From an optimization exercise on the open Yosys and OpenROAD flow, aimed at small area; shortcuts taken in it are not production practice.
The RTL was checked by simulation tests, not by an equivalence proof against the original design.
Power and IR drop assume default switching activity. The flow treats the clock pin as an ideal source, which a real chip does not have.

--- design/flow/design.v ---
module maxpool_2x2_16_channel #(
  parameter int unsigned IMG_Width  = 16,
  parameter int unsigned IMG_Height = 16,
  parameter int unsigned Datawidth  = 32
) (
  input  logic                     clk,
  input  logic                     rst,
  input  logic                     valid_in,
  input  logic [Datawidth-1:0]     In_0,
  input  logic [Datawidth-1:0]     In_1,
  input  logic [Datawidth-1:0]     In_2,
  input  logic [Datawidth-1:0]     In_3,
  input  logic [Datawidth-1:0]     In_4,
  input  logic [Datawidth-1:0]     In_5,
  input  logic [Datawidth-1:0]     In_6,
  input  logic [Datawidth-1:0]     In_7,
  input  logic [Datawidth-1:0]     In_8,
  input  logic [Datawidth-1:0]     In_9,
  input  logic [Datawidth-1:0]     In_10,
  input  logic [Datawidth-1:0]     In_11,
  input  logic [Datawidth-1:0]     In_12,
  input  logic [Datawidth-1:0]     In_13,
  input  logic [Datawidth-1:0]     In_14,
  input  logic [Datawidth-1:0]     In_15,
  output logic                     valid_out,
  output logic [Datawidth-1:0]     Out_0,
  output logic [Datawidth-1:0]     Out_1,
  output logic [Datawidth-1:0]     Out_2,
  output logic [Datawidth-1:0]     Out_3,
  output logic [Datawidth-1:0]     Out_4,
  output logic [Datawidth-1:0]     Out_5,
  output logic [Datawidth-1:0]     Out_6,
  output logic [Datawidth-1:0]     Out_7,
  output logic [Datawidth-1:0]     Out_8,
  output logic [Datawidth-1:0]     Out_9,
  output logic [Datawidth-1:0]     Out_10,
  output logic [Datawidth-1:0]     Out_11,
  output logic [Datawidth-1:0]     Out_12,
  output logic [Datawidth-1:0]     Out_13,
  output logic [Datawidth-1:0]     Out_14,
  output logic [Datawidth-1:0]     Out_15
);
  localparam int unsigned NCH = 16;
  localparam int unsigned WP  = IMG_Width / 2;
  localparam int unsigned CW  = $clog2(IMG_Width);
  localparam int unsigned VW  = NCH * Datawidth;
  logic [VW-1:0]  in_s;
  logic [VW-1:0]  acc_q;
  logic [VW-1:0]  lb_q [WP-1];
  logic [NCH-1:0] gt_lb_c, gt_acc_c, pick_c;
  logic [CW-1:0]  col_q;
  logic           row_q;      
  logic           valid_q;
  logic           even_c, shift_c;
  assign in_s = {In_15, In_14, In_13, In_12, In_11, In_10, In_9, In_8, In_7, In_6, In_5, In_4, In_3, In_2, In_1, In_0};
  assign even_c  = !col_q[0];
  assign shift_c = valid_in && even_c;
  for (genvar ch = 0; ch < NCH; ch++) begin : g_ch
    wire signed [Datawidth-1:0] in_v  = in_s[ch*Datawidth +: Datawidth];
    wire signed [Datawidth-1:0] lb_v  = lb_q[0][ch*Datawidth +: Datawidth];
    wire signed [Datawidth-1:0] acc_v = acc_q[ch*Datawidth +: Datawidth];
    assign gt_lb_c[ch]  = in_v > lb_v;
    assign gt_acc_c[ch] = in_v > acc_v;
    assign pick_c[ch] = even_c ? (!row_q || gt_lb_c[ch]) : gt_acc_c[ch];
    always_ff @(posedge clk) begin
      if (valid_in && (even_c || pick_c[ch])) begin
        acc_q[ch*Datawidth +: Datawidth] <= pick_c[ch] ? in_v : lb_v;
      end
    end
  end
  always_ff @(posedge clk) begin
    if (shift_c) begin
      for (int i = 0; i < WP - 2; i++) lb_q[i] <= lb_q[i+1];
      lb_q[WP-2] <= acc_q;
    end
  end
  always_ff @(posedge clk or negedge rst) begin
    if (!rst) begin
      col_q   <= '0;
      row_q   <= 1'b0;
      valid_q <= 1'b0;
    end else begin
      valid_q <= valid_in && row_q && col_q[0];
      if (valid_in) begin
        col_q <= col_q + CW'(1);
        if (col_q == CW'(IMG_Width - 1)) row_q <= !row_q;
      end
    end
  end
  assign valid_out = valid_q;
  assign Out_0 = acc_q[0*Datawidth +: Datawidth];
  assign Out_1 = acc_q[1*Datawidth +: Datawidth];
  assign Out_2 = acc_q[2*Datawidth +: Datawidth];
  assign Out_3 = acc_q[3*Datawidth +: Datawidth];
  assign Out_4 = acc_q[4*Datawidth +: Datawidth];
  assign Out_5 = acc_q[5*Datawidth +: Datawidth];
  assign Out_6 = acc_q[6*Datawidth +: Datawidth];
  assign Out_7 = acc_q[7*Datawidth +: Datawidth];
  assign Out_8 = acc_q[8*Datawidth +: Datawidth];
  assign Out_9 = acc_q[9*Datawidth +: Datawidth];
  assign Out_10 = acc_q[10*Datawidth +: Datawidth];
  assign Out_11 = acc_q[11*Datawidth +: Datawidth];
  assign Out_12 = acc_q[12*Datawidth +: Datawidth];
  assign Out_13 = acc_q[13*Datawidth +: Datawidth];
  assign Out_14 = acc_q[14*Datawidth +: Datawidth];
  assign Out_15 = acc_q[15*Datawidth +: Datawidth];
endmodule
--- design/flow/run.sh ---
#!/bin/bash
# synth_recipe.tcl (not shown) runs the flow's synth.tcl, then flattens the netlist and writes it again
# the make line also repeats each setting of config.mk as NAME=value (left out here)
make -C /OpenROAD-flow-scripts/flow DESIGN_CONFIG=/design/flow/config.mk WORK_HOME=/design/flow/orfs CLKGATE_MAP_FILE= SYNTH_SCRIPT=/design/flow/synth_recipe.tcl finish
--- design/flow/config.mk ---
export PLATFORM = sky130hd
export DESIGN_NAME = maxpool_2x2_16_channel
export DESIGN_NICKNAME = maxpool_2x2_16_channel
export VERILOG_FILES = /design/flow/design.v
export SDC_FILE = /design/flow/constraint.sdc
export NUM_CORES = 4
export LEC_CHECK = 0
export CAP_MARGIN = 20
export CORE_MARGIN = 2
export CORE_UTILIZATION = 45
export PLACE_DENSITY = 0.62
export SLEW_MARGIN = 20
--- design/flow/constraint.sdc ---
create_clock -name core_clock -period 8.0 [get_ports {clk}]
set_input_delay 1.6000 -clock core_clock [delete_from_list [all_inputs] [get_ports {clk}]]
set_output_delay 1.6000 -clock core_clock [all_outputs]
set_load 0.01 [all_outputs]
==> results_dict.tcl, run 1 <==
set metrics [dict create \
    postCtsSetupRepairBufs 0 \
    grt_pass1_wl_microns 493800 \
    placed_cell_area_sq_um 173000 \
    grt_antenna_before_repair 124 \
    syn_area_sq_um 155900 \
    crit_required_ps 8670 \
    reg2reg_depth 11 \
    r2r-end "acc_q[191]" \
    tightest_slew_ps 1053 \
    cts_hold_buf 0 \
    vias_per_cell 5.157 \
    worst_slew_margin_rel 0.2964 \
    drt_pass1_iterations 7 \
    finalCritPeriodShare 0.6105 \
    cts_tree "done" \
    crit_path_end_kind "flip-flop" \
    ys_warn_count 2 \
    fin_util 0.5409 \
    met3_usage 0.05488 \
    maxSlewViolCount 0 \
    layout-drive-gt1-share 0.08836 \
    met2_usage 0.2839 \
    max_clock_freq_mhz 204.8 \
    synth_cell_types 83 \
    grt_setup_unrepaired "false" \
    grt_remaining_overflow 0 \
    synth_edf_count 4096 \
    hold_viol 0 \
    synthCells 8402 \
    synth_flop_cell "edfxtp_1" \
    skew_ps 66.88 \
    final_common_cell "edfxtp_1" \
    synthArstFlopShare 0.001463 \
    clk_pin_slew_ps 60 \
    maxCapViolCount 0 \
    die_area_sq_um 351300 \
    wl_microns 342600 \
    multi_input_area_sq_um 28730 \
    fin_crit_ps 4884 \
    first_global_vias 76620 \
    fin_nets 11440 \
    outcome "timing/DRC/antenna clean" \
    start_util 0.4512 \
    grt.busiest_layer "met2" \
    wl_per_cell_microns 23.05 \
    grt_use_met1 0.2591 \
    area_growth_pct 19.89 \
    cts_buffer_depth 4 \
    finalSetupTns_ps 0 \
    stdcell_count 14870 \
    dpl.hpwl_microns 244000 \
    htree_num_levels 5 \
    rows 216 \
    cp_data_arrival_time_ps 5550 \
    core_sq_um 345700 \
    startpoint_type "input pin" \
    track_usage 0.1904 \
    hold_end "lb_q[2][207]" \
    drt-initial-drc-count 6382 \
    finalSetupViolCount 0 \
    seq_area_frac_synth 0.7897 \
    io_buffers 1027 \
    dieHeight_microns 592.7 \
    ys_ff_latch 4102 \
    post_cts_resized 0 \
    vdd_drop_max_mv 0.2036 \
    stdcell_area_sq_um 187000 \
    p_per_area_nw_per_um2 349.3 \
    clock_latency_ps 970 \
    crit_fanout 26 \
    holdPathStages 0 \
    grt_max_degree 159 \
    power.leakage_uw 0.06888 \
    antenna_left 0 \
    cts-root-buf "clkbuf_16" \
    min-delay-start "lb_q[3][207]" \
    gp_congestion 0.9101 \
    hp-class "reg -> reg" \
    via_count 76660 \
    numCtsBuffers 411 \
    cts_num_sinks 4102 \
    register_area_sq_um 123200 \
    route.detailed.drc 0 \
    r2r-start "acc_q[169]" \
    nFillCells 26800 \
    mostFrequentLayoutCells "4096 x edfxtp_1, 1026 x clkdlybuf4s50_1, 1025 x inv_1, 1025 x ha_1, 414 x clkbuf_16" \
    ios 1028 \
    fp.dieW_microns 592.7 \
    place_inst 14060 \
    critPathKind "in -> reg" \
    reg2reg_slack_ps 3790 \
    avgSynthCellArea_sq_um 18.56 \
]
metal layers:
metal	vias to the layer above	routed length [microns]
li1	35370	-
met1	38460	148500
met2	2069	151800
met3	677	26080
met4	80	15810
met5	-	497
worst max path at each step:
| stage | cells after the start | slack, ps | from | to |
|---|---|---|---|---|
| global placement | 12 | 1730 | In_14[21] | acc_q[448] |
| detailed placement | 11 | 2110 | In_4[23] | acc_q[150] |
| CTS | 11 | 3130 | In_4[23] | acc_q[157] |
| finish | 11 | 3120 | In_5[9] | acc_q[191] |
| global route | 10 | 2970 | In_10[31] | acc_q[338] |
| floorplan | 2 | -46920 | valid_in | lb_q[0][0] |
cells in the mapped netlist (13+ instances only):
cell | n | area (sq um)
a2111oi_0 | 28 | 245.2
a211oi_1 | 48 | 360.4
a21boi_0 | 13 | 97.59
a21o_1 | 118 | 885.9
a21oi_1 | 382 | 1912
buf_2 | 21 | 105.1
buf_4 | 18 | 135.1
edfxtp_1 | 4096 | 123000
ha_1 | 1025 | 12820
inv_1 | 1026 | 3851
mux2_1 | 385 | 4335
mux2_2 | 101 | 1137
mux2_4 | 30 | 450.4
nand2_1 | 200 | 750.7
nand2b_1 | 16 | 100.1
nand3_1 | 114 | 570.6
nand4_1 | 225 | 1408
nor2_1 | 89 | 334.1
nor2b_1 | 35 | 219.0
nor3_1 | 45 | 225.2
nor4_1 | 28 | 175.2
o211ai_1 | 44 | 330.3
o21a_1 | 16 | 120.1
o21ai_0 | 76 | 380.4
layout make-up:
type	instances	share of cell area
Clock buffer	476	0.05665
Multi-Input combinational cell	3213	0.1537
Timing Repair Buffer	1143	0.06210
Sequential cell	4102	0.6587
Antenna cell	45	0.0006023
Clock inverter	281	0.01700
Tap cell	4578	0.03064
Inverter	1027	0.02068
registers in the layout (all words and copies together) (netlist names):
name	count
acc_q	512
col_q	4
lb_q	3584
row_q	1
valid_q	1
where the power goes:
part	internal [uW]	switching (uW)
sequential	31100	2660
combinational	4890	7310
clock	11200	8170
kinds of logic (layout without fill, tap and decap cells):
logic type	Yosys count	in the layout	share of synthesized area
xor+xnor	6	6	0.0003370
fa+ha+maj	1025	1025	0.08224
flops	4102	4102	0.7897
simple gates	819	819	0.02763
mux	528	528	0.03875
buf+inv	1087	2927	0.02705
other cells	0	45	0
compound gates	835	835	0.03432
stage by stage:
stage,setup WS [ps],total power (uW),hold WS (ps)
after floorplan,-46920,36830,400.3
after detailed placement,2110,46450,404.5
after global routing,2966,68460,379.2
after global placement,1727,45860,400.0
final,3116,65310,380.1
after CTS,3128,66120,375.7
worst max-delay path, stage by stage:
cell and delay (ps):
clkdlybuf4s50_1 480, ha_1 350, a21o_1 180, a221o_1 330, a221oi_2 300, o21ai_1 120
a2111oi_2 380, mux2_2 420, a211oi_4 510, buf_4 530, mux2_1 360
==> run 2: changes to the inputs <==
--- a/design/flow/design.v
+++ b/design/flow/design.v
@@ -54,2 +54,8 @@
   logic           even_c, shift_c;
+  function automatic logic gt_f(input logic [Datawidth-1:0] a, input logic [Datawidth-1:0] b);
+    logic c;
+    c = 1'b0;
+    for (int i = 0; i < Datawidth - 1; i++) c = (a[i] & ~b[i]) | (c & (a[i] | ~b[i]));
+    gt_f = (~a[Datawidth-1] & b[Datawidth-1]) | (c & (~a[Datawidth-1] | b[Datawidth-1]));
+  endfunction
   assign in_s = {In_15, In_14, In_13, In_12, In_11, In_10, In_9, In_8, In_7, In_6, In_5, In_4, In_3, In_2, In_1, In_0};
@@ -61,4 +67,4 @@
     wire signed [Datawidth-1:0] acc_v = acc_q[ch*Datawidth +: Datawidth];
-    assign gt_lb_c[ch]  = in_v > lb_v;
-    assign gt_acc_c[ch] = in_v > acc_v;
+    assign gt_lb_c[ch]  = gt_f(in_v, lb_v);
+    assign gt_acc_c[ch] = gt_f(in_v, acc_v);
     assign pick_c[ch] = even_c ? (!row_q || gt_lb_c[ch]) : gt_acc_c[ch];
--- a/design/flow/config.mk
+++ b/design/flow/config.mk
@@ -9,4 +9,6 @@
 export CORE_MARGIN = 2
-export CORE_UTILIZATION = 45
-export PLACE_DENSITY = 0.62
+export CORE_UTILIZATION = 70
+export CTS_CLUSTER_DIAMETER = 150
+export CTS_CLUSTER_SIZE = 30
+export PLACE_DENSITY = 0.8
 export SLEW_MARGIN = 20
==> results_dict.tcl, run 2 <==
set metrics [dict create \
    drt-initial-drc-count 9323 \
    ios 1028 \
    fin_nets 9261 \
    start_util 0.7058 \
    synthCells 7534 \
    final_common_cell "edfxtp_1" \
    worst_slew_margin_rel 0.2560 \
    reg_top3 "lb_q: 3584 flops, acc_q: 512 flops, col_q: 4 flops" \
    hold_viol 0 \
    ys_top_cells_by_count "4096 x edfxtp_1, 770 x inv_1, 337 x maj3_1, 261 x mux2_2, 199 x nand2b_1" \
    internal_power_uw 38990 \
    p_per_area_nw_per_um2 325.7 \
    numCtsBuffers 154 \
    grt_setup_unrepaired "false" \
    synth_flop_cell "edfxtp_1" \
    vias_per_cell 6.167 \
    wl_microns 310500 \
    crit_required_ps 8600 \
    drt_pass1_iterations 9 \
    dieHeight_microns 461.4 \
    synth_top_area_frac 0.8398 \
    antenna_left 0 \
    fin_crit_ps 5403 \
    max_clock_freq_mhz 185.1 \
    via_count 71590 \
    largest_reg_flops 3584 \
    track_usage 0.2871 \
    holdWs_ps 406.6 \
    finalCritPeriodShare 0.6754 \
    route.detailed.drc 0 \
    register_area_sq_um 123200 \
    startpoint_type "input pin" \
    io_buffers 1027 \
    seqPwrFrac 0.630 \
    pwr-share-clk 0.175 \
    layout_setup_ws_ps 2597 \
    top_register "lb_q" \
    ys_warn_count 2 \
    synth_top_area_cell "edfxtp_1" \
    power.leakage_uw 0.05582 \
    cp_data_arrival_time_ps 6000 \
    nFillCells 10320 \
    rows 167 \
    power_switching_uw 14920 \
    wl_per_cell_microns 26.75 \
    core_sq_um 207500 \
    ys_ff_latch 4102 \
    syn_area_sq_um 146500 \
    grt_remaining_overflow 0 \
    area_growth_pct 13.02 \
    grt_pass1_wl_microns 440700 \
    synth_edf_count 4096 \
    combPwrFrac 0.195 \
    yosysMostFrequentCell "edfxtp_1" \
    maxCapViolCount 0 \
    synth_cell_types 86 \
    synthArstFlopShare 0.001463 \
    crit_path_end_kind "flip-flop" \
    seq_area_frac_synth 0.8409 \
    post_cts_resized 0 \
    mostFrequentLayoutCells "4096 x edfxtp_1, 1026 x clkdlybuf4s50_1, 768 x inv_1" \
    grt_antenna_before_repair 105 \
    fp.dieW_microns 461.4 \
    cts_hold_buf 0 \
    vdd_drop_max_mv 0.2876 \
    layout-drive-gt1-share 0.07119 \
    cts_num_sinks 4102 \
    skew_ps 32.48 \
    cts-root-buf "clkbuf_16" \
    stdcell_area_sq_um 165500 \
    hp-class "reg -> reg" \
    cts_tree "done" \
    finalSetupTns_ps 0 \
    multi_input_area_sq_um 20290 \
    gp_congestion 0.9310 \
    critPathKind "in -> reg" \
    crit_fanout 18 \
    htree_num_levels 4 \
    outcome "timing/DRC/antenna clean" \
    avgSynthCellArea_sq_um 19.44 \
    cts_buffer_depth 3 \
    dpl.hpwl_microns 216000 \
    p_sw_frac 0.2767 \
    finalSetupViolCount 0 \
    first_global_vias 69170 \
    tightest_slew_ps 1116 \
    postCtsSetupRepairBufs 0 \
    grt_max_degree 213 \
    maxSlewViolCount 0 \
    placed_cell_area_sq_um 161200 \
    clock_latency_ps 870 \
    ys_top_cells_by_area "edfxtp_1 84%, maj3_1 2.3%, mux2_2 2.0%" \
    die_area_sq_um 212900 \
    clk_pin_slew_ps 110 \
    post-place-ws_ps 1761 \
]
-- run 2: cell count changes in the layout (fill, tap and decap cells not counted), moves of 132 or more --
cell       before  now
nand4_1       225    7
mux2_2        101  261
ha_1         1025    1
a21oi_1       381  111
maj3_1          0  337
nor2b_1        34  172
inv_1        1025  768
nand2b_1       16  199
mux2i_1        12  160
mux2_1        385   52
o22ai_1         1  133
clkbuf_16     414  160
-- run 2: power by group through the flow --
stage	Clock (uW)	Combinational, uW	Sequential [uW]
CTS	9630	10500	34000
floorplan	0	4120	32000
global placement	0	10100	34000
detailed placement	0	10400	34300
global route	10200	11200	34400
finish	9430	10500	34000
-- run 2: per-stage QoR --
step,std cells,utilization,power [uW]
finish,11610,0.7978,53910
global route,11600,0.7976,55830
CTS,11550,0.7967,54060
detailed placement,11370,0.7768,44710
global placement,11370,0.7765,44090
floorplan,7534,-,36140
-- run 2: cell families after synthesis --
logic type	share of synthesized area
buffers and inverters	0.02185
xor gates and xnor gates	0.0002393
adders and majority gates	0.02458
and+or+nand+nor	0.02835
muxes	0.03500
DFF	0.8409
AOI/OAI and AO/OA	0.04912
-- run 2: layout make-up --
cell class                      instances  share of cell area
Sequential cell                      4102              0.7440
Timing Repair Buffer                 1119             0.06914
Tap cell                             2788             0.02107
Clock buffer                          167             0.02435
Clock inverter                          9           0.0005216
Inverter                              770             0.01754
Antenna cell                           55           0.0008315
Multi-Input combinational cell       2598              0.1226
-- run 2: worst max-delay path: stages --
cell and delay [ps]:
clkdlybuf4s50_1 540, inv_1 90, maj3_2 310, maj3_2 310, maj3_2 310, maj3_2 310
maj3_2 320, a221oi_2 340, o31ai_1 210, a221oi_4 860, buf_4 430, mux2_1 360
-- run 2: final timing paths --
| kind | to | startpoint | slack, ps | cells past startpoint |
|---|---|---|---|---|
| max reg2reg | acc_q[43] | acc_q[32] | 3270 | 11 |
| min reg2reg | lb_q[2][448] | lb_q[3][448] | 410 | 0 |
| max in group asynchronous | col_q[0] | rst | 6480 | 1 |
| min | lb_q[2][448] | lb_q[3][448] | 410 | 0 |
| min in group asynchronous | valid_q | rst | 1110 | 1 |
| max | acc_q[43] | In_1[1] | 2600 | 12 |
-- run 2: layer usage --
layer / share of wire / track usage / vias up
li1: - / - / 31530
met5: 0.0013 / 0 / -
met3: 0.099 / 0.06723 / 691
met2: 0.46 / 0.4358 / 3499
met1: 0.39 / 0.3982 / 35800
met4: 0.051 / 0.1442 / 66
==> run 3: changes to the inputs <==
==> design/flow/flow/run.sh (new file) <==
#!/bin/bash
# Standard ORFS layout (the standard.sh, unchanged synthesis) with two placement/CTS options:
# port buffers use the smallest buffer cell, and CTS inserts no dummy loads.
set -o pipefail
cp standard.sh standard_sh_copy.log
export BUFFER_PORTS_ARGS="-buffer_cell sky130_fd_sc_hd__buf_1"
export CTS_ARGS="-sink_clustering_enable -repair_clock_nets -dont_use_dummy_load -sink_clustering_size 30 -sink_clustering_max_diameter 150"
bash standard.sh > standard.log 2>&1
==> design/flow/standard.sh (new file) <==
#!/bin/bash
# synth_recipe.tcl (not shown) runs the flow's synth.tcl, then flattens the netlist and writes it again
# the make line also repeats each setting of config.mk as NAME=value (left out here)
make -C /OpenROAD-flow-scripts/flow DESIGN_CONFIG=/design/flow/config.mk WORK_HOME=/design/flow/orfs CLKGATE_MAP_FILE= SYNTH_SCRIPT=/design/flow/synth_recipe.tcl "${@:-finish}"
removed: design/flow/run.sh
==> results_dict.tcl, run 3 <==
set metrics [dict create \
    outcome "timing/DRC/antenna clean" \
    largest_reg_flops 3584 \
    core_sq_um 207500 \
    first_global_vias 67910 \
    avgSynthCellArea_sq_um 19.44 \
    power.leakage_uw 0.05279 \
    maxCapViolCount 0 \
    yosysMostFrequentCell "edfxtp_1" \
    die_area_sq_um 212900 \
    layout_setup_ws_ps 3240 \
    maxSlewViolCount 0 \
    finalSetupTns_ps 0 \
    io_buffers 1027 \
    synthArstFlopShare 0.001463 \
    skew_ps 57.48 \
    dpl.hpwl_microns 210100 \
    stdcell_count 11600 \
    finalSetupViolCount 0 \
    post_cts_resized 0 \
    synth_cell_types 86 \
    start_util 0.7058 \
    fin_nets 9251 \
    critPathKind "in -> reg" \
    max_clock_freq_mhz 210.1 \
    synth_top_area_cell "edfxtp_1" \
    hold_viol 0 \
    post-place-ws_ps 2486 \
    vias_per_cell 6.203 \
    nFillCells 11220 \
    top_register "lb_q" \
    grt_remaining_overflow 0 \
    antenna_left 0 \
    reg_top3 "lb_q: 3584 flops, acc_q: 512 flops, col_q: 4 flops" \
    ys_warn_count 2 \
    final_common_cell "edfxtp_1" \
    cts_tree "done" \
    tightest_slew_ps 1170 \
    htree_num_levels 4 \
    worst_slew_margin_rel 0.2197 \
    via_count 71920 \
    startpoint_type "input pin" \
    crit_required_ps 8580 \
    layout-drive-gt1-share 0.06859 \
    postCtsSetupRepairBufs 0 \
    route.detailed.drc 0 \
    track_usage 0.2803 \
    holdWs_ps 378.1 \
    wl_per_cell_microns 26.37 \
    ios 1028 \
    synth_edf_count 4096 \
    cts_num_sinks 4102 \
    grt_pass1_wl_microns 430100 \
    cts_buffer_depth 3 \
    fin_crit_ps 4760 \
    drt-initial-drc-count 9066 \
    wl_microns 305700 \
    crit_path_end_kind "flip-flop" \
    grt_antenna_before_repair 132 \
    seq_area_frac_synth 0.8409 \
    ys_top_cells_by_area "edfxtp_1 84%, maj3_1 2.3%, mux2_2 2.0%" \
    clock_latency_ps 830 \
    finalCritPeriodShare 0.5950 \
    hp-class "reg -> reg" \
    gp_congestion 0.9488 \
    ys_top_cells_by_count "4096 x edfxtp_1, 770 x inv_1, 337 x maj3_1, 261 x mux2_2, 199 x nand2b_1" \
    ys_ff_latch 4102 \
    crit_fanout 17 \
    synth_flop_cell "edfxtp_1" \
    clk_pin_slew_ps 110 \
    cp_data_arrival_time_ps 5340 \
    dieHeight_microns 461.4 \
    cts-root-buf "clkbuf_16" \
    cp_slowest_cell "nand2_1" \
    area_growth_pct 8.351 \
    path_common_cell "maj3_1" \
    fp.dieW_microns 461.4 \
    mostFrequentLayoutCells "4096 x edfxtp_1, 1026 x buf_1, 768 x inv_1" \
    vdd_drop_max_mv 0.2514 \
    synth_top_area_frac 0.8398 \
    rows 167 \
    grt_setup_unrepaired "false" \
    numCtsBuffers 154 \
    path_cells "buf_1 > nor2b_1 > maj3_1 > maj3_1 > maj3_1 > a211o_1 > a31oi_1 > o31a_1 > a31oi_1 > nand2_1 > buf_4 > mux2_2" \
    synthCells 7534 \
    cts_hold_buf 0 \
    place_inst 11370 \
    drt_pass1_iterations 9 \
    p_per_area_nw_per_um2 330.5 \
    finalPower_uw 52440 \
    slowest_delay_ps 620 \
    grt_max_degree 212 \
    syn_area_sq_um 146500 \
]
==> run 3: cell count changes in the layout (fill, tap and decap cells not counted), moves of 2 or more <==
cell             before   now
clkdlybuf4s50_1    1026     0
buf_1                 0  1026
clkbuf_16           160   154
buf_12               30    23
diode_2              55    74
inv_6                 8     0
clkbuf_1              7     0
buf_16                5     3
==> run 3: through the flow <==
| stage | util | instance area (sq um) |
|---|---|---|
| 2_1_floorplan | - | 146500 |
| 3_3_place_gp | 0.7449 | 154500 |
| 3_5_place_dp | 0.7452 | 154600 |
| 4_1_cts | 0.7638 | 158500 |
| 5_1_grt | 0.7645 | 158600 |
| 6_report | 0.7648 | 158700 |
==> run 3: critical path, delay by kind of cell <==
kind            cells  cell delay [ps]
compound gates      4              950
fa+ha+maj           3             1140
buf+inv             2              510
mux                 1              380
simple gates        2              770
==> run 3: cell families (layout without fill, tap and decap cells) <==
| group | count (synthesis) | count (layout) | synth area share |
|---|---|---|---|
| xor+xnor | 4 | 4 | 0.0002393 |
| mux | 473 | 473 | 0.03500 |
| buf+inv | 834 | 2033 | 0.02185 |
| simple gates | 783 | 783 | 0.02835 |
| other cells | 0 | 74 | 0 |
| flops | 4102 | 4102 | 0.8409 |
| fa+ha+maj | 357 | 357 | 0.02458 |
| compound gates | 981 | 981 | 0.04912 |
==> run 3: final cells by class <==
cell class,count,area [sq um],area share
Antenna cell,74,185.2,0.001167
Clock buffer,154,3854,0.02429
Inverter,770,2903,0.01829
Multi-Input combinational cell,2598,20280,0.1278
Sequential cell,4102,123200,0.7761
Tap cell,2788,3488,0.02198
Timing Repair Buffer,1109,4823,0.03040
==> run 3: per-layer routing <==
metal | vias up | wire length, microns | part of all wire | global-route usage
li1 | 31510 | - | - | -
met1 | 35890 | 117000 | 0.38 | 0.3873
met2 | 3683 | 140800 | 0.46 | 0.4247
met3 | 754 | 32020 | 0.10 | 0.07185
met4 | 90 | 15390 | 0.050 | 0.1359
met5 | - | 532 | 0.0017 | 0
==> run 3: power by group <==
part | leakage [uW] | switching [uW] | internal (uW)
Sequential | 0.0386 | 2930 | 31000
Combinational | 0.0123 | 6170 | 3100
Clock | 0.00190 | 5720 | 3480
Total | 0.0528 | 14800 | 37600
==> run 3: final timing paths <==
check,start,endpoint,slack (ps),depth (start not counted)
worst max-delay path,In_15[0],acc_q[487],3240,12
worst min-delay path,lb_q[1][62],lb_q[0][62],380,0
worst max register to register,acc_q[448],acc_q[464],3630,11
worst min register to register,lb_q[1][62],lb_q[0][62],380,0
max in group asynchronous,rst,col_q[0],6920,1
min in group asynchronous,rst,valid_q,700,1
==> run 4: changes to the inputs <==
--- a/design/flow/design.v
+++ b/design/flow/design.v
@@ -46,2 +46,4 @@
   localparam int unsigned VW  = NCH * Datawidth;
+  localparam int unsigned SEG  = 11;
+  localparam int unsigned NSEG = (Datawidth + SEG - 1) / SEG;
   logic [VW-1:0]  in_s;
@@ -49,3 +51,3 @@
   logic [VW-1:0]  lb_q [WP-1];
-  logic [NCH-1:0] gt_lb_c, gt_acc_c, pick_c;
+  logic [NCH-1:0] gt_c, pick_c;
   logic [CW-1:0]  col_q;
@@ -54,8 +56,2 @@
   logic           even_c, shift_c;
-  function automatic logic gt_f(input logic [Datawidth-1:0] a, input logic [Datawidth-1:0] b);
-    logic c;
-    c = 1'b0;
-    for (int i = 0; i < Datawidth - 1; i++) c = (a[i] & ~b[i]) | (c & (a[i] | ~b[i]));
-    gt_f = (~a[Datawidth-1] & b[Datawidth-1]) | (c & (~a[Datawidth-1] | b[Datawidth-1]));
-  endfunction
   assign in_s = {In_15, In_14, In_13, In_12, In_11, In_10, In_9, In_8, In_7, In_6, In_5, In_4, In_3, In_2, In_1, In_0};
@@ -67,5 +63,38 @@
     wire signed [Datawidth-1:0] acc_v = acc_q[ch*Datawidth +: Datawidth];
-    assign gt_lb_c[ch]  = gt_f(in_v, lb_v);
-    assign gt_acc_c[ch] = gt_f(in_v, acc_v);
-    assign pick_c[ch] = even_c ? (!row_q || gt_lb_c[ch]) : gt_acc_c[ch];
+    logic [NSEG:0] c_seg;
+    assign c_seg[0] = 1'b0;
+    for (genvar k = 0; k < NSEG; k++) begin : g_seg
+      localparam int unsigned LO = k * SEG;
+      localparam int unsigned HI = (k == NSEG - 1) ? Datawidth - 1 : LO + SEG;   
+      logic [HI:LO] c0, c1;
+      logic         s0, s1;
+      assign c0[LO] = 1'b0;
+      assign c1[LO] = 1'b1;
+      for (genvar i = LO; i < HI; i++) begin : g_bit
+        if (k == 0) begin : g_one
+          maxpool_cmp_bit u_b (.a(in_v[i]), .l(lb_v[i]), .r(acc_v[i]), .sel(even_c),
+                               .ci(c0[i]), .co(c0[i+1]));
+          assign c1[i+1] = 1'b0;
+        end else begin : g_two
+          maxpool_cmp_bit2 u_b (.a(in_v[i]), .l(lb_v[i]), .r(acc_v[i]), .sel(even_c),
+                                .ci0(c0[i]), .ci1(c1[i]), .co0(c0[i+1]), .co1(c1[i+1]));
+        end
+      end
+      if (k == NSEG - 1) begin : g_sign
+        wire x_top = even_c ? lb_v[Datawidth-1] : acc_v[Datawidth-1];
+        wire a_n   = ~in_v[Datawidth-1];
+        assign s0 = (a_n & x_top) | (c0[HI] & (a_n | x_top));
+        assign s1 = (a_n & x_top) | (c1[HI] & (a_n | x_top));
+      end else begin : g_mid
+        assign s0 = c0[HI];
+        assign s1 = c1[HI];
+      end
+      if (k == 0) begin : g_first
+        assign c_seg[1] = s0;
+      end else begin : g_sel
+        assign c_seg[k+1] = s0 | (s1 & c_seg[k]);
+      end
+    end
+    assign gt_c[ch] = c_seg[NSEG];
+    assign pick_c[ch] = (even_c && !row_q) || gt_c[ch];
     always_ff @(posedge clk) begin
@@ -113 +142,16 @@
 endmodule
+module maxpool_cmp_bit (
+  input  logic a, l, r, sel, ci,
+  output logic co
+);
+  wire xn = ~(sel ? l : r);
+  assign co = (a & xn) | (ci & (a | xn));
+endmodule
+module maxpool_cmp_bit2 (
+  input  logic a, l, r, sel, ci0, ci1,
+  output logic co0, co1
+);
+  wire xn = ~(sel ? l : r);
+  assign co0 = (a & xn) | (ci0 & (a | xn));
+  assign co1 = (a & xn) | (ci1 & (a | xn));
+endmodule
--- a/design/flow/flow/run.sh
+++ b/design/flow/flow/run.sh
@@ -6,3 +6,3 @@
 export BUFFER_PORTS_ARGS="-buffer_cell sky130_fd_sc_hd__buf_1"
-export CTS_ARGS="-sink_clustering_enable -repair_clock_nets -dont_use_dummy_load -sink_clustering_size 30 -sink_clustering_max_diameter 150"
+export CTS_ARGS="-sink_clustering_enable -repair_clock_nets -dont_use_dummy_load -sink_clustering_size 24 -sink_clustering_max_diameter 120"
 bash standard.sh > standard.log 2>&1
--- a/design/flow/config.mk
+++ b/design/flow/config.mk
@@ -10,5 +10,6 @@
 export CORE_UTILIZATION = 70
-export CTS_CLUSTER_DIAMETER = 150
-export CTS_CLUSTER_SIZE = 30
+export CTS_CLUSTER_DIAMETER = 120
+export CTS_CLUSTER_SIZE = 24
 export PLACE_DENSITY = 0.8
 export SLEW_MARGIN = 20
+export SYNTH_HIERARCHICAL = 1
==> results_dict.tcl, run 4 <==
set metrics [dict create \
    tightest_slew_ps 1115 \
    cts_buffer_depth 3 \
    seq_area_frac_synth 0.8542 \
    core_sq_um 204600 \
    area_growth_pct 9.442 \
    skew_ps 76.13 \
    route.detailed.drc 0 \
    vias_per_cell 6.059 \
    clock_latency_ps 870 \
    top_register "lb_q" \
    worst_slew_margin_rel 0.2567 \
    largest_reg_flops 3584 \
    rows 166 \
    crit_path_end_kind "flip-flop" \
    ys_warn_count 9 \
    cts_num_sinks 4102 \
    syn_area_sq_um 144200 \
    dpl.hpwl_microns 185900 \
    cp_data_arrival_time_ps 7540 \
    critPathKind "reg -> reg" \
    hold_viol 0 \
    cts_hold_buf 0 \
    io_buffers 1027 \
    fp.dieW_microns 457.8 \
    stdcell_count 10280 \
    hp-class "reg -> reg" \
    max_clock_freq_mhz 144.2 \
    track_usage 0.2621 \
    dieHeight_microns 457.8 \
    layout_setup_ws_ps 1067 \
    startpoint_type "flip-flop" \
    stdcell_area_sq_um 157800 \
    synth_top_area_cell "edfxtp_1" \
    wl_per_cell_microns 27.28 \
    antenna_left 0 \
    synth_edf_count 4096 \
    layout-drive-gt1-share 0.1350 \
    drt_pass1_iterations 6 \
    grt_pass1_wl_microns 397000 \
    placed_cell_area_sq_um 152700 \
    power.leakage_uw 0.05062 \
    grt_antenna_before_repair 117 \
    fin_nets 8044 \
    wl_microns 280400 \
    maxCapViolCount 0 \
    via_count 62280 \
    reg_top3 "lb_q: 3584 flops, acc_q: 512 flops, col_q: 4 flops" \
    place_inst 10020 \
    ys_ff_latch 4102 \
    synth_cell_types 39 \
    finalSetupViolCount 0 \
    post_cts_resized 0 \
    post-place-ws_ps 720.3 \
    gp_congestion 0.8867 \
    drt-initial-drc-count 6830 \
    mostFrequentLayoutCells "4096 x edfxtp_1, 1027 x buf_1, 641 x maj3_1" \
    postCtsSetupRepairBufs 0 \
    outcome "timing/DRC/antenna clean" \
    p_per_area_nw_per_um2 352.5 \
    avgSynthCellArea_sq_um 23.34 \
    synth_top_area_frac 0.8531 \
    yosysMostFrequentCell "edfxtp_1" \
    grt_max_degree 198 \
    ios 1028 \
    crit_fanout 25 \
    synthCells 6178 \
    fin_crit_ps 6933 \
    finalCritPeriodShare 0.8667 \
    grt_setup_unrepaired "false" \
    final_common_cell "edfxtp_1" \
    clk_pin_slew_ps 90 \
    reg2reg_slack_ps 1070 \
    crit_required_ps 8610 \
    vdd_drop_max_mv 0.2652 \
    nFillCells 10280 \
    ys_top_cells_by_area "edfxtp_1 85%, maj3_1 4.5%, mux2_2 3.6%" \
    grt_remaining_overflow 0 \
    ys_top_cells_by_count "4096 x edfxtp_1, 641 x maj3_1, 511 x mux2i_1, 467 x mux2_2, 176 x maj3_2" \
    htree_num_levels 4 \
    die_area_sq_um 209600 \
    synth_flop_cell "edfxtp_1" \
    start_util 0.7047 \
    cts_tree "done" \
    cts-root-buf "clkbuf_16" \
    finalSetupTns_ps 0 \
    maxSlewViolCount 0 \
    numCtsBuffers 188 \
    first_global_vias 61420 \
    synthArstFlopShare 0.001463 \
]
## run 4: critical path: stages (launching register included)
cell,delay (ps)
dfrtp_4,510
inv_8,320
buf_12,290
mux2i_1,150
maj3_1,370
maj3_1,350
maj3_1,340
maj3_1,340
maj3_1,350
maj3_1,340
maj3_1,350
maj3_1,360
maj3_1,350
maj3_1,330
maj3_1,340
a21oi_1,230
a22oi_1,160
a21oi_4,310
buf_4,420
mux2_2,390
## run 4: logic make-up (layout without fill, tap and decap cells)
| logic type | count (synthesis) | count (layout) | share of synthesized area |
|---|---|---|---|
| AOI/OAI and AO/OA | 82 | 82 | 0.004444 |
| and+or+nand+nor | 71 | 71 | 0.002508 |
| buffers and inverters | 76 | 1346 | 0.003827 |
| muxes | 1023 | 1023 | 0.07641 |
| other | 2 | 145 | 0.00005209 |
| DFF | 4102 | 4102 | 0.8542 |
| adders and majority gates | 818 | 818 | 0.05834 |
| xor gates and xnor gates | 4 | 4 | 0.0002430 |
## run 4: worst paths after layout
check / from / end / cells after the start
min in group asynchronous: rst / valid_q / 1
hold reg to reg: lb_q[5][73] / lb_q[4][73] / 0
hold / removal: lb_q[5][73] / lb_q[4][73] / 0
setup / recovery: col_q[0] / acc_q[400] / 19
setup reg to reg: col_q[0] / acc_q[400] / 19
max in group asynchronous: rst / col_q[0] / 1
## run 4: power breakdown
group          leakage (uW)  internal [uW]  switching (uW)
clock network       0.00232           4190            5880
registers            0.0386          31000            2420
logic               0.00966           4750            7410
total                0.0506          39900           15700
## run 4: metal layers
| layer | wire length, microns | GRT usage | vias up | part of all wire |
|---|---|---|---|---|
| li1 | - | - | 27450 | - |
| met1 | 107900 | 0.3482 | 31690 | 0.38 |
| met2 | 134600 | 0.4073 | 2468 | 0.48 |
| met3 | 18170 | 0.04663 | 632 | 0.065 |
| met4 | 19580 | 0.1713 | 32 | 0.070 |
| met5 | 217 | 0 | - | 0.00077 |
## run 4: per-stage QoR
step                        util  hold slack, ps  total power (uW)
after global placement    0.7463           400.1             44930
after detailed placement  0.7465           404.5             45720
after CTS                 0.7695           374.2             55820
after global routing      0.7712           387.0             57640
after floorplan                -           400.3             36950
final                     0.7712           378.7             55610
## run 4: area by class of cell
class | count | area, sq um | share of cell area
flip-flops and latches | 4102 | 123200 | 0.7805
multi-input cells | 2078 | 20970 | 0.1329
repair buffers | 1140 | 5346 | 0.03388
clock buffers | 188 | 4705 | 0.02982
well taps | 2688 | 3363 | 0.02132
diodes | 65 | 162.7 | 0.001031
inverters | 18 | 80.08 | 0.0005075
## run 4: Yosys stat by module, one instance, submodules excluded
module                  copies in the design  flops+latches  cells inside
maxpool_2x2_16_channel                     1           4102          4866
maxpool_cmp_bit                          176              0             2
maxpool_cmp_bit2                         320              0             3
==> run 5: changes to the inputs <==
--- a/design/flow/design.v
+++ b/design/flow/design.v
@@ -55,3 +55,3 @@
   logic           valid_q;
-  logic           even_c, shift_c;
+  logic           even_c, shift_c, hold_c;
   assign in_s = {In_15, In_14, In_13, In_12, In_11, In_10, In_9, In_8, In_7, In_6, In_5, In_4, In_3, In_2, In_1, In_0};
@@ -99,6 +99,20 @@
     assign pick_c[ch] = (even_c && !row_q) || gt_c[ch];
+    wire take_in = valid_in && pick_c[ch];
+    wire take_lb = valid_in && even_c && !pick_c[ch];
+    wire keep    = !valid_in || (!even_c && !pick_c[ch]);
+    logic [Datawidth-1:0] acc_d;
+    for (genvar i = 0; i < Datawidth; i++) begin : g_acc
+      maxpool_sel3_bit u_s (.a(in_v[i]), .b(lb_v[i]), .q(acc_v[i]),
+                            .sa(take_in), .sb(take_lb), .sq(keep), .y(acc_d[i]));
+    end
     always_ff @(posedge clk) begin
-      if (valid_in && (even_c || pick_c[ch])) begin
-        acc_q[ch*Datawidth +: Datawidth] <= pick_c[ch] ? in_v : lb_v;
-      end
+      acc_q[ch*Datawidth +: Datawidth] <= acc_d;
+    end
+  end
+  logic [VW-1:0] lb_d [WP-1];
+  assign hold_c = !(valid_in && even_c);
+  for (genvar k = 0; k < WP - 1; k++) begin : g_lb
+    for (genvar i = 0; i < VW; i++) begin : g_bit
+      maxpool_hold_bit u_h (.n((k == WP - 2) ? acc_q[i] : lb_q[k+1][i]), .q(lb_q[k][i]),
+                            .s(shift_c), .h(hold_c), .y(lb_d[k][i]));
     end
@@ -106,6 +120,3 @@
   always_ff @(posedge clk) begin
-    if (shift_c) begin
-      for (int i = 0; i < WP - 2; i++) lb_q[i] <= lb_q[i+1];
-      lb_q[WP-2] <= acc_q;
-    end
+    for (int k = 0; k < WP - 1; k++) lb_q[k] <= lb_d[k];
   end
@@ -157 +168,13 @@
 endmodule
+module maxpool_hold_bit (
+  input  logic n, q, s, h,
+  output logic y
+);
+  assign y = (s & n) | (h & q);
+endmodule
+module maxpool_sel3_bit (
+  input  logic a, b, q, sa, sb, sq,
+  output logic y
+);
+  assign y = (sa & a) | (sb & b) | (sq & q);
+endmodule
==> results_dict.tcl, run 5 <==
set metrics [dict create \
    outcome "timing/DRC/antenna clean" \
    synth_cell_types 42 \
    postCtsSetupRepairBufs 0 \
    die_area_sq_um 197500 \
    hold_viol 0 \
    met3_usage 0.06152 \
    cts_hold_buf 0 \
    reg2reg_depth 18 \
    top_register "lb_q" \
    final_common_cell "dfxtp_1" \
    cts_buffer_depth 3 \
    first_global_vias 90100 \
    dpl.hpwl_microns 217100 \
    numCtsBuffers 188 \
    worst_slew_margin_rel 0.1824 \
    synth_top_area_frac 0.6039 \
    synthArstFlopShare 0.001463 \
    finalSetupTns_ps 0 \
    combPwrFrac 0.335 \
    grt_antenna_before_repair 112 \
    path_cells "clkinv_16 > mux2i_1 > maj3_1 > maj3_1 > maj3_1 > maj3_1 > maj3_1 > maj3_1 > maj3_1 > maj3_1 > maj3_1 > maj3_1 > maj3_1 > a21oi_1 > o211ai_1 > a32o_2 > a222oi_1 > inv_1" \
    finalCritPeriodShare 0.8489 \
    p_per_area_nw_per_um2 474.3 \
    ios 1028 \
    worstPathBufferInverterCount 2 \
    skew_ps 45.19 \
    vdd_drop_max_mv 0.3549 \
    min-delay-start "lb_q[5][323]" \
    avgSynthCellArea_sq_um 13.15 \
    internal_power_uw 45910 \
    rows 161 \
    io_buffers 1027 \
    syn_area_sq_um 135800 \
    track_usage 0.3178 \
    ys_top_cells_by_area "dfxtp_1 60%, a22o_1 23%, maj3_1 4.7%" \
    antenna_left 0 \
    cp_data_arrival_time_ps 7550 \
    start_util 0.7051 \
    slowest_delay_ps 540 \
    grt_use_met1 0.4026 \
    fin_nets 12240 \
    synth_flop_cell "dfxtp_1" \
    ys_top_cells_by_count "4096 x dfxtp_1, 3584 x a22o_1, 640 x maj3_1, 564 x inv_1, 512 x a222oi_1" \
    htree_num_levels 4 \
    yosysMostFrequentCell "dfxtp_1" \
    nFillCells 12640 \
    reg2reg_slack_ps 1210 \
    crit_path_end_kind "flip-flop" \
    via_count 95500 \
    p_sw_frac 0.3524 \
    r2r-end "acc_q[321]" \
    grt_pass1_wl_microns 508700 \
    tightest_slew_ps 1226 \
    grt_setup_unrepaired "false" \
    hold_end "lb_q[4][323]" \
    power.leakage_uw 0.06182 \
    holdWs_ps 454.3 \
    cts-root-buf "clkbuf_16" \
    crit_family "adder cells" \
    post_cts_resized 0 \
    cts_tree "done" \
    ys_warn_count 10 \
    clk_pin_slew_ps 90 \
    wl_per_cell_microns 23.20 \
    grt.busiest_layer "met2" \
    critPathKind "reg -> reg" \
    fin_crit_ps 6791 \
    largest_reg_flops 3584 \
    vias_per_cell 6.667 \
    synth_edf_count 0 \
    clock_latency_ps 870 \
    pwr-share-clk 0.143 \
    hp-class "reg -> reg" \
    grt_remaining_overflow 0 \
    maxSlewViolCount 0 \
    layout-drive-gt1-share 0.04565 \
    seq_area_frac_synth 0.6050 \
    post-place-ws_ps 863.0 \
    route.detailed.drc 0 \
    holdPathStages 1 \
    crit_fanout 87 \
    mostFrequentLayoutCells "4096 x dfxtp_1, 3584 x a22o_1, 1026 x buf_1" \
    dieHeight_microns 444.4 \
    finalSetupViolCount 0 \
    layout_setup_ws_ps 1209 \
    startpoint_type "flip-flop" \
    synth_top_area_cell "dfxtp_1" \
    cp_slowest_cell "a32o_2" \
    fp.dieW_microns 444.4 \
    maxCapViolCount 0 \
    met2_usage 0.4974 \
    r2r-start "col_q[0]" \
    reg_top3 "lb_q: 3584 flops, acc_q: 512 flops, col_q: 4 flops" \
    seqPwrFrac 0.522 \
    synthCells 10320 \
    cts_num_sinks 4102 \
    area_growth_pct 10.07 \
    grt_max_degree 282 \
    fin_util 0.7761 \
    gp_congestion 0.8632 \
    core_sq_um 192600 \
    power_switching_uw 24980 \
    drt_pass1_iterations 11 \
    drt-initial-drc-count 11190 \
    ys_ff_latch 4102 \
    wl_microns 332300 \
    crit_required_ps 8760 \
    path_common_cell "maj3_1" \
    max_clock_freq_mhz 147.2 \
]
## run 5: cell count changes in the layout (fill, tap and decap cells not counted), sizes merged, moves of 16 or more
cell    change
a222oi    +512
inv       +547
dfxtp    +4096
mux2      -511
edfxtp   -4096
nand3      +30
o211ai     +16
a22o     +3584
## run 5: area by class of cell
type	instances	area (sq um)	share of cell area
timing repair buffer	1148	5194	0.03475
multi-input combinational	5716	51880	0.3471
antenna	78	195.2	0.001306
inverter	566	2167	0.01450
sequential	4102	82150	0.5497
tap	2526	3161	0.02115
clock buffer	188	4705	0.03148
## run 5: layer usage
| layer | wire length (microns) | part of all wire |
|---|---|---|
| met1 | 134400 | 0.40 |
| met2 | 153900 | 0.46 |
| met3 | 21340 | 0.064 |
| met4 | 22360 | 0.067 |
| met5 | 279 | 0.00084 |
## run 5: worst max-delay path by stage
stage | start | end | slack [ps] | cells past startpoint
detailed placement | In_3[11] | acc_q[103] | 860 | 17
finish | col_q[0] | acc_q[321] | 1210 | 18
CTS | col_q[0] | acc_q[103] | 1280 | 18
floorplan | valid_in | acc_q[224] | -20110 | 4
global route | col_q[0] | acc_q[74] | 990 | 18
global placement | In_5[11] | acc_q[164] | 1040 | 17
## run 5: worst register-to-register path, cell delays in order (launching register included)
cell,delay [ps]
dfrtp_4,500
clkinv_16,360
mux2i_1,390
maj3_1,400
maj3_1,350
maj3_1,350
maj3_1,360
maj3_1,370
maj3_1,360
maj3_1,340
maj3_1,350
maj3_1,350
maj3_1,330
maj3_1,350
a21oi_1,240
o211ai_1,140
a32o_2,540
a222oi_1,510
inv_1,90
## run 5: power by group through the flow
stage                     combinational, uW  sequential [uW]  clock [uW]
final                                 23700            37000       10200
after global routing                  25700            38000       11000
after CTS                             23600            36900       10300
after detailed placement              23400            37200           0
after global placement                22400            36700           0
after floorplan                       19000            36300           0
## run 5: cell families after synthesis
kind of cell	after synthesis	share of synthesized area
DFF	4102	0.6050
buffers and inverters	584	0.01647
adders and majority gates	817	0.06187
and+or+nand+nor	78	0.002912
other	2	0.00005531
AOI/OAI and AO/OA	4236	0.2764
muxes	501	0.03705
xor gates and xnor gates	4	0.0002581
## run 5: per-stage QoR
step,total power [uW],std cells,area (sq um)
finish,70890,14320,149500
global route,74740,14320,149400
CTS,70780,14240,149200
detailed placement,60520,14060,144500
global placement,59110,14060,144500
floorplan,55220,10400,136100
## run 5: Yosys stat by module, one instance, submodules excluded
module                  cells  flops+latches  cell area (sq um)
maxpool_2x2_16_channel   4404           4102              83990
maxpool_cmp_bit2            3              0              30.03
maxpool_cmp_bit             2              0              21.27
maxpool_sel3_bit            2              0              13.76
maxpool_hold_bit            1              0              8.758
==> run 6: changes to the inputs <==
--- a/design/flow/design.v
+++ b/design/flow/design.v
@@ -68,7 +68,13 @@
       localparam int unsigned HI = (k == NSEG - 1) ? Datawidth - 1 : LO + SEG;   
-      logic [HI:LO] c0, c1;
-      logic         s0, s1;
-      assign c0[LO] = 1'b0;
-      assign c1[LO] = 1'b1;
-      for (genvar i = LO; i < HI; i++) begin : g_bit
+      logic [HI:LO+1] c0, c1;
+      logic           s0, s1;
+      if (k == 0) begin : g_lsb_one
+        maxpool_cmp_lsb u_l (.a(in_v[LO]), .l(lb_v[LO]), .r(acc_v[LO]), .sel(even_c),
+                             .co(c0[LO+1]));
+        assign c1[LO+1] = 1'b0;
+      end else begin : g_lsb_two
+        maxpool_cmp_lsb2 u_l (.a(in_v[LO]), .l(lb_v[LO]), .r(acc_v[LO]), .sel(even_c),
+                              .co0(c0[LO+1]), .co1(c1[LO+1]));
+      end
+      for (genvar i = LO + 1; i < HI; i++) begin : g_bit
         if (k == 0) begin : g_one
@@ -160,2 +166,17 @@
 endmodule
+module maxpool_cmp_lsb (
+  input  logic a, l, r, sel,
+  output logic co
+);
+  wire xn = ~(sel ? l : r);
+  assign co = a & xn;
+endmodule
+module maxpool_cmp_lsb2 (
+  input  logic a, l, r, sel,
+  output logic co0, co1
+);
+  wire xn = ~(sel ? l : r);
+  assign co0 = a & xn;
+  assign co1 = a | xn;
+endmodule
 module maxpool_cmp_bit2 (
--- a/design/flow/flow/run.sh
+++ b/design/flow/flow/run.sh
@@ -6,3 +6,3 @@
 export BUFFER_PORTS_ARGS="-buffer_cell sky130_fd_sc_hd__buf_1"
-export CTS_ARGS="-sink_clustering_enable -repair_clock_nets -dont_use_dummy_load -sink_clustering_size 24 -sink_clustering_max_diameter 120"
+export CTS_ARGS="-sink_clustering_enable -repair_clock_nets -dont_use_dummy_load -sink_clustering_size 28 -sink_clustering_max_diameter 120"
 bash standard.sh > standard.log 2>&1
--- a/design/flow/config.mk
+++ b/design/flow/config.mk
@@ -11,3 +11,3 @@
 export CTS_CLUSTER_DIAMETER = 120
-export CTS_CLUSTER_SIZE = 24
+export CTS_CLUSTER_SIZE = 28
 export PLACE_DENSITY = 0.8
==> results_dict.tcl, run 6 <==
set metrics [dict create \
    ys_ff_latch 4102 \
    crit_required_ps 8730 \
    synth_flop_cell "dfxtp_1" \
    grt_remaining_overflow 0 \
    start_util 0.7043 \
    fin_nets 12130 \
    wl_microns 329200 \
    die_area_sq_um 197100 \
    crit_path_end_kind "flip-flop" \
    mostFrequentLayoutCells "4096 x dfxtp_1, 3584 x a22o_1, 1026 x buf_1" \
    maxSlewViolCount 0 \
    critPathKind "reg -> reg" \
    post-place-ws_ps 934.6 \
    gp_congestion 0.8890 \
    cts-root-buf "clkbuf_16" \
    antenna_left 0 \
    seq_area_frac_synth 0.6063 \
    critPathLaunch "col_q[0]" \
    ys_warn_count 10 \
    yosysMostFrequentCell "dfxtp_1" \
    synth_top_area_frac 0.6052 \
    grt_pass1_wl_microns 508200 \
    avgSynthCellArea_sq_um 13.13 \
    pwr-share-clk 0.136 \
    drt-initial-drc-count 10900 \
    top_register "lb_q" \
    postCtsSetupRepairBufs 0 \
    vias_per_cell 6.698 \
    tightest_slew_ps 1227 \
    holdWs_ps 446.8 \
    r2r-start "col_q[0]" \
    finalSetupTns_ps 0 \
    syn_area_sq_um 135500 \
    core_sq_um 192400 \
    hp-class "reg -> reg" \
    dieHeight_microns 444.0 \
    ys_top_cells_by_area "dfxtp_1 61%, a22o_1 23%, maj3_1 4.3%" \
    cts_buffer_depth 3 \
    ios 1028 \
    drt_pass1_iterations 10 \
    fin_crit_ps 7298 \
    synthArstFlopShare 0.001463 \
    rows 161 \
    layout-drive-gt1-share 0.04513 \
    dpl.hpwl_microns 215300 \
    hold_viol 0 \
    synthCells 10320 \
    cts_hold_buf 0 \
    finalCritPeriodShare 0.9122 \
    synth_cell_types 44 \
    ys_top_cells_by_count "4096 x dfxtp_1, 3584 x a22o_1, 576 x maj3_1, 564 x inv_1, 512 x a222oi_1" \
    p_per_area_nw_per_um2 473.4 \
    clock_latency_ps 850 \
    io_buffers 1027 \
    synth_edf_count 0 \
    via_count 95260 \
    seqPwrFrac 0.527 \
    area_growth_pct 9.392 \
    cp_data_arrival_time_ps 8020 \
    grt_max_degree 267 \
    max_clock_freq_mhz 137.0 \
    power_switching_uw 24820 \
    startpoint_type "flip-flop" \
    clk_pin_slew_ps 100 \
    reg_top3 "lb_q: 3584 flops, acc_q: 512 flops, col_q: 4 flops" \
    first_global_vias 90450 \
    p_sw_frac 0.3537 \
    finalSetupViolCount 0 \
    post_cts_resized 0 \
    track_usage 0.3172 \
    combPwrFrac 0.337 \
    worst_slew_margin_rel 0.1822 \
    final_common_cell "dfxtp_1" \
    maxCapViolCount 0 \
    grt_setup_unrepaired "false" \
    grt_antenna_before_repair 128 \
    power.leakage_uw 0.06126 \
    cts_num_sinks 4102 \
    internal_power_uw 45350 \
    skew_ps 54.05 \
    cts_tree "done" \
    crit_fanout 110 \
    htree_num_levels 4 \
    vdd_drop_max_mv 0.2892 \
    wl_per_cell_microns 23.15 \
    outcome "timing/DRC/antenna clean" \
    largest_reg_flops 3584 \
    fp.dieW_microns 444.0 \
    route.detailed.drc 0 \
    layout_setup_ws_ps 702.1 \
    min-delay-start "lb_q[2][459]" \
    numCtsBuffers 164 \
    fin_util 0.7704 \
    synth_top_area_cell "dfxtp_1" \
]
run 6: cell count changes in the layout (fill, tap and decap cells not counted), sizes merged:
cell	change
conb	-80
maj3	-80
and2	+48
or2	+32
clkbuf	-24
diode	+7
buf	-5
run 6: metal layers:
layer	track usage	wire length [microns]	vias up
li1	-	-	44330
met1	0.3991	132800	47090
met2	0.4854	150200	2970
met3	0.05934	20040	798
met4	0.2438	25780	70
met5	0	436	-
run 6: cells by family (layout without fill, tap and decap cells):
| family | count (synthesis) | in the layout | share of synthesized area |
|---|---|---|---|
| other | 0 | 85 | 0 |
| and+or+nand+nor | 158 | 158 | 0.006907 |
| muxes | 501 | 501 | 0.03713 |
| buffers and inverters | 584 | 1873 | 0.01650 |
| adders and majority gates | 737 | 737 | 0.05594 |
| AOI/OAI and AO/OA | 4236 | 4236 | 0.2770 |
| xor gates and xnor gates | 4 | 4 | 0.0002586 |
| DFF | 4102 | 4102 | 0.6063 |
run 6: final cells by class:
| class | count | area [sq um] |
|---|---|---|
| fillers | 12700 | 44160 |
| repair buffers | 1143 | 5115 |
| well taps | 2526 | 3161 |
| diodes | 85 | 212.7 |
| flip-flops and latches | 4102 | 82150 |
| multi-input cells | 5636 | 51300 |
| clock buffers | 164 | 4104 |
| inverters | 566 | 2167 |
run 6: final timing paths:
path | endpoint | slack (ps) | cells after the start
max | acc_q[471] | 700 | 19
min | lb_q[1][459] | 450 | 1
max reg2reg | acc_q[471] | 700 | 19
min reg2reg | lb_q[1][459] | 450 | 1
min in group asynchronous | valid_q | 750 | 1
max in group asynchronous | col_q[0] | 6710 | 1
run 6: per-module statistics from Yosys, one instance, submodules excluded:
| module | cells | flops+latches |
|---|---|---|
| maxpool_2x2_16_channel | 4402 | 4102 |
| maxpool_cmp_bit | 2 | 0 |
| maxpool_cmp_bit2 | 3 | 0 |
| maxpool_cmp_lsb | 2 | 0 |
| maxpool_cmp_lsb2 | 3 | 0 |
| maxpool_hold_bit | 1 | 0 |
| maxpool_sel3_bit | 2 | 0 |
run 6: through the flow:
step | instances | total power, uW | instance area [sq um]
after detailed placement | 13970 | 60450 | 143800
final | 14220 | 70170 | 148200
after floorplan | 10320 | 55150 | 135500
after CTS | 14140 | 70060 | 147900
after global placement | 13970 | 58980 | 143800
after global routing | 14210 | 74070 | 148200
run 6: worst max-delay path: stages, from the launching register on:
cell	delay (ps)
dfrtp_4	670
clkinv_16	360
mux2i_1	330
and2_2	240
maj3_1	320
maj3_1	330
maj3_1	330
maj3_1	360
maj3_1	350
maj3_1	350
maj3_1	350
maj3_1	340
maj3_1	340
maj3_1	350
a21oi_1	260
o211ai_1	150
a32o_1	460
buf_4	320
a222oi_1	410
inv_1	70
run 6: power groups by stage:
stage | registers [uW] | logic, uW | clock network [uW]
6_report | 37000 | 23600 | 9550
4_1_cts | 36800 | 23500 | 9710
5_1_grt | 38000 | 25700 | 10400
3_3_place_gp | 36700 | 22300 | 0
3_5_place_dp | 37200 | 23300 | 0
2_1_floorplan | 36300 | 18900 | 0
==> run 7: changes to the inputs <==
--- a/design/flow/design.v
+++ b/design/flow/design.v
@@ -46,3 +46,3 @@
   localparam int unsigned VW  = NCH * Datawidth;
-  localparam int unsigned SEG  = 11;
+  localparam int unsigned SEG  = 12;
   localparam int unsigned NSEG = (Datawidth + SEG - 1) / SEG;
--- a/design/flow/config.mk
+++ b/design/flow/config.mk
@@ -9,6 +9,6 @@
 export CORE_MARGIN = 2
-export CORE_UTILIZATION = 70
+export CORE_UTILIZATION = 76
 export CTS_CLUSTER_DIAMETER = 120
 export CTS_CLUSTER_SIZE = 28
-export PLACE_DENSITY = 0.8
+export PLACE_DENSITY = 0.85
 export SLEW_MARGIN = 20
==> results_dict.tcl, run 7 <==
set metrics [dict create \
    die_area_sq_um 181500 \
    max_clock_freq_mhz 134.2 \
    finalCritPeriodShare 0.9316 \
    hold_viol 0 \
    route.detailed.drc 0 \
    r2r-start "col_q[0]" \
    ios 1028 \
    dpl.hpwl_microns 220400 \
    grt_pass1_wl_microns 515300 \
    clk_pin_slew_ps 100 \
    vias_per_cell 6.875 \
    antenna_left 0 \
    cp_data_arrival_time_ps 8170 \
    synth_cell_types 44 \
    critPathKind "reg -> reg" \
    fin_crit_ps 7453 \
    holdWs_ps 445.0 \
    area_growth_pct 9.244 \
    grt_antenna_before_repair 109 \
    startpoint_type "flip-flop" \
    p_per_area_nw_per_um2 477.0 \
    cts-root-buf "clkbuf_16" \
    path_cells "clkinv_16 > buf_4 > mux2i_1 > and2_2 > maj3_1 > maj3_1 > maj3_1 > maj3_1 > maj3_1 > maj3_1 > maj3_1 > maj3_1 > maj3_1 > maj3_1 > maj3_1 > a21oi_1 > o211ai_1 > a32o_2 > a222oi_1 > inv_1" \
    synth_xor_area_frac 0.0002588 \
    post_cts_resized 0 \
    ys_top_cells_by_count "4096 x dfxtp_1, 3584 x a22o_1, 564 x inv_1, 544 x maj3_1, 512 x a222oi_1" \
    hold_end "lb_q[5][462]" \
    htree_num_levels 4 \
    maxSlewViolCount 0 \
    power.leakage_uw 0.06128 \
    crit_path_end_kind "flip-flop" \
    synth_top_area_frac 0.6058 \
    maxCapViolCount 0 \
    synthCells 10310 \
    io_buffers 1027 \
    synth_compound_area_frac 0.2772 \
    synth_edf_count 0 \
    min-delay-start "lb_q[6][462]" \
    fin_nets 12120 \
    cts_tree "done" \
    track_usage 0.3523 \
    core_sq_um 176500 \
    worstPathBufferInverterCount 3 \
    stdcell_area_sq_um 147900 \
    vdd_drop_max_mv 0.3104 \
    final_common_cell "dfxtp_1" \
    wl_met3_microns 23130 \
    reg2reg_slack_ps 550 \
    grt_remaining_overflow 0 \
    grt_max_degree 269 \
    wl_per_cell_microns 24.10 \
    path_common_cell "maj3_1" \
    layout-drive-gt1-share 0.04714 \
    skew_ps 37.40 \
    r2r-end "acc_q[71]" \
    grt_setup_unrepaired "false" \
    hp-class "reg -> reg" \
    cts_num_sinks 4102 \
    first_global_vias 91830 \
    cp_slowest_cell "a32o_2" \
    placed_cell_area_sq_um 143500 \
    ys_top_cells_by_area "dfxtp_1 61%, a22o_1 23%, maj3_1 4.0%" \
    wl_microns 337900 \
    ys_ff_latch 4102 \
    top_register "lb_q" \
    drt-initial-drc-count 11790 \
    yosysMostFrequentCell "dfxtp_1" \
    cts_hold_buf 0 \
    synth-simple-area-share 0.006915 \
    rows 154 \
    crit_required_ps 8720 \
    seq_area_frac_synth 0.6069 \
    mostFrequentLayoutCells "4096 x dfxtp_1, 3584 x a22o_1, 1026 x buf_1" \
    synthMuxAreaShare 0.03717 \
    routed.top_layer "met5" \
    tightest_slew_ps 1199 \
    synth_top_area_cell "dfxtp_1" \
    clock_latency_ps 860 \
    yosys.area_share.adder 0.05497 \
    synth_top_family_by_area "compound AO/OA/AOI/OAI gates" \
    fp.dieW_microns 426.0 \
    crit_fanout 99 \
    via_count 96380 \
    crit_family "adder cells" \
    syn_area_sq_um 135400 \
    synthArstFlopShare 0.001463 \
    gp_congestion 0.9284 \
    avgSynthCellArea_sq_um 13.13 \
    fin_util 0.8378 \
    finalSetupViolCount 0 \
    finalSetupTns_ps 0 \
    ys_warn_count 10 \
    finalPower_uw 70540 \
    outcome "timing/DRC/antenna clean" \
    dieHeight_microns 426.0 \
    drt_pass1_iterations 17 \
    wl_met2_microns 157100 \
    nFillCells 9933 \
    cts_buffer_depth 3 \
    slowest_delay_ps 550 \
    wl_met1_microns 129900 \
    worst_slew_margin_rel 0.2004 \
    holdPathStages 1 \
    postCtsSetupRepairBufs 0 \
    synth_flop_cell "dfxtp_1" \
    reg_top3 "lb_q: 3584 flops, acc_q: 512 flops, col_q: 4 flops" \
    start_util 0.7669 \
    numCtsBuffers 164 \
    reg2reg_depth 20 \
    largest_reg_flops 3584 \
]
-- run 7: worst max path at each step --
stage / from / to / slack, ps / depth (start not counted)
floorplan: valid_in / acc_q[224] / -20110 / 4
global placement: In_4[12] / acc_q[145] / 730 / 18
detailed placement: In_13[12] / acc_q[422] / 560 / 19
CTS: col_q[0] / acc_q[433] / 720 / 20
global route: col_q[0] / acc_q[433] / 410 / 20
finish: col_q[0] / acc_q[71] / 550 / 20
-- run 7: metal layers --
layer / vias to the layer above / track usage
li1: 44240 / -
met1: 47550 / 0.4285
met2: 3538 / 0.5515
met3: 987 / 0.07063
met4: 60 / 0.2729
met5: - / 0
-- run 7: cell families (layout without fill, tap and decap cells) --
logic type / after synthesis / in the layout
and+or+nand+nor: 158 / 158
buffers and inverters: 584 / 1881
muxes: 501 / 501
AOI/OAI and AO/OA: 4236 / 4236
xor gates and xnor gates: 4 / 4
DFF: 4102 / 4102
other: 0 / 76
adders and majority gates: 721 / 721
-- run 7: where the power goes --
group	total, uW	internal, uW	switching, uW
clock network	9540	3700	5840
logic	23600	11500	12100
registers	37400	30100	7250
-- run 7: final cells by class --
type | instances | area [sq um] | area share
clock buffers | 164 | 4104 | 0.02776
diodes | 76 | 190.2 | 0.001286
repair buffers | 1151 | 5157 | 0.03488
multi-input cells | 5620 | 51160 | 0.3460
inverters | 566 | 2167 | 0.01466
flip-flops and latches | 4102 | 82150 | 0.5556
well taps | 2340 | 2928 | 0.01980
-- run 7: Yosys stat by module (local to each module, per instance), excerpt --
module / cells / flip-flops and latches
maxpool_2x2_16_channel: 4402 / 4102
maxpool_cmp_bit: 2 / 0
maxpool_cmp_lsb: 2 / 0
maxpool_cmp_lsb2: 3 / 0
maxpool_hold_bit: 1 / 0
maxpool_sel3_bit: 2 / 0
-- run 7: stage by stage --
step	cells	setup slack [ps]
6_report	14020	546.9
4_1_cts	13940	725.0
2_1_floorplan	10310	-20110
3_3_place_gp	13780	726.5
5_1_grt	14010	407.5
3_5_place_dp	13780	557.7

-- static timing again, ports no longer ideal --
No port has a modelled driver above. Below, the same layouts with a new extraction and two added sets of constraints. Step 1 assumes that a clkbuf_16 drives the clock port and a buf_2 every other input. Step 2 also shifts input and output timing later by t, the mid clock arrival at the registers, as if the neighbouring blocks saw the same clock. a / b / c = no drivers / after step 1 / after step 2; a / b = the first two.
run	shift t [ns]	setup slack, ns	hold slack, ns	worst data-port slew with drivers (ns)
run 1	1.040	3.116 / 3.200 / 2.159	0.380 / 0.380 / 0.380	0.22
run 2	0.943	2.597 / 2.630 / 1.688	0.407 / 0.407 / 0.407	0.22
run 3	0.903	3.240 / 3.312 / 2.409	0.378 / 0.378 / 0.378	0.23
run 4	0.921	1.067 / 1.067 / 0.641	0.379 / 0.379 / 0.379	0.20
run 5	0.941	1.209 / 1.209 / 0.711	0.454 / 0.454 / 0.454	0.21
run 6	0.931	0.702 / 0.702 / 0.702	0.447 / 0.447 / 0.447	0.21
run 7	0.934	0.547 / 0.547 / 0.385	0.445 / 0.445 / 0.445	0.22
After both steps every run listed still meets setup and hold. For run 1, which loses most, drivers alone change the setup slack by +0.084 ns; drivers and shift together by -0.957 ns.
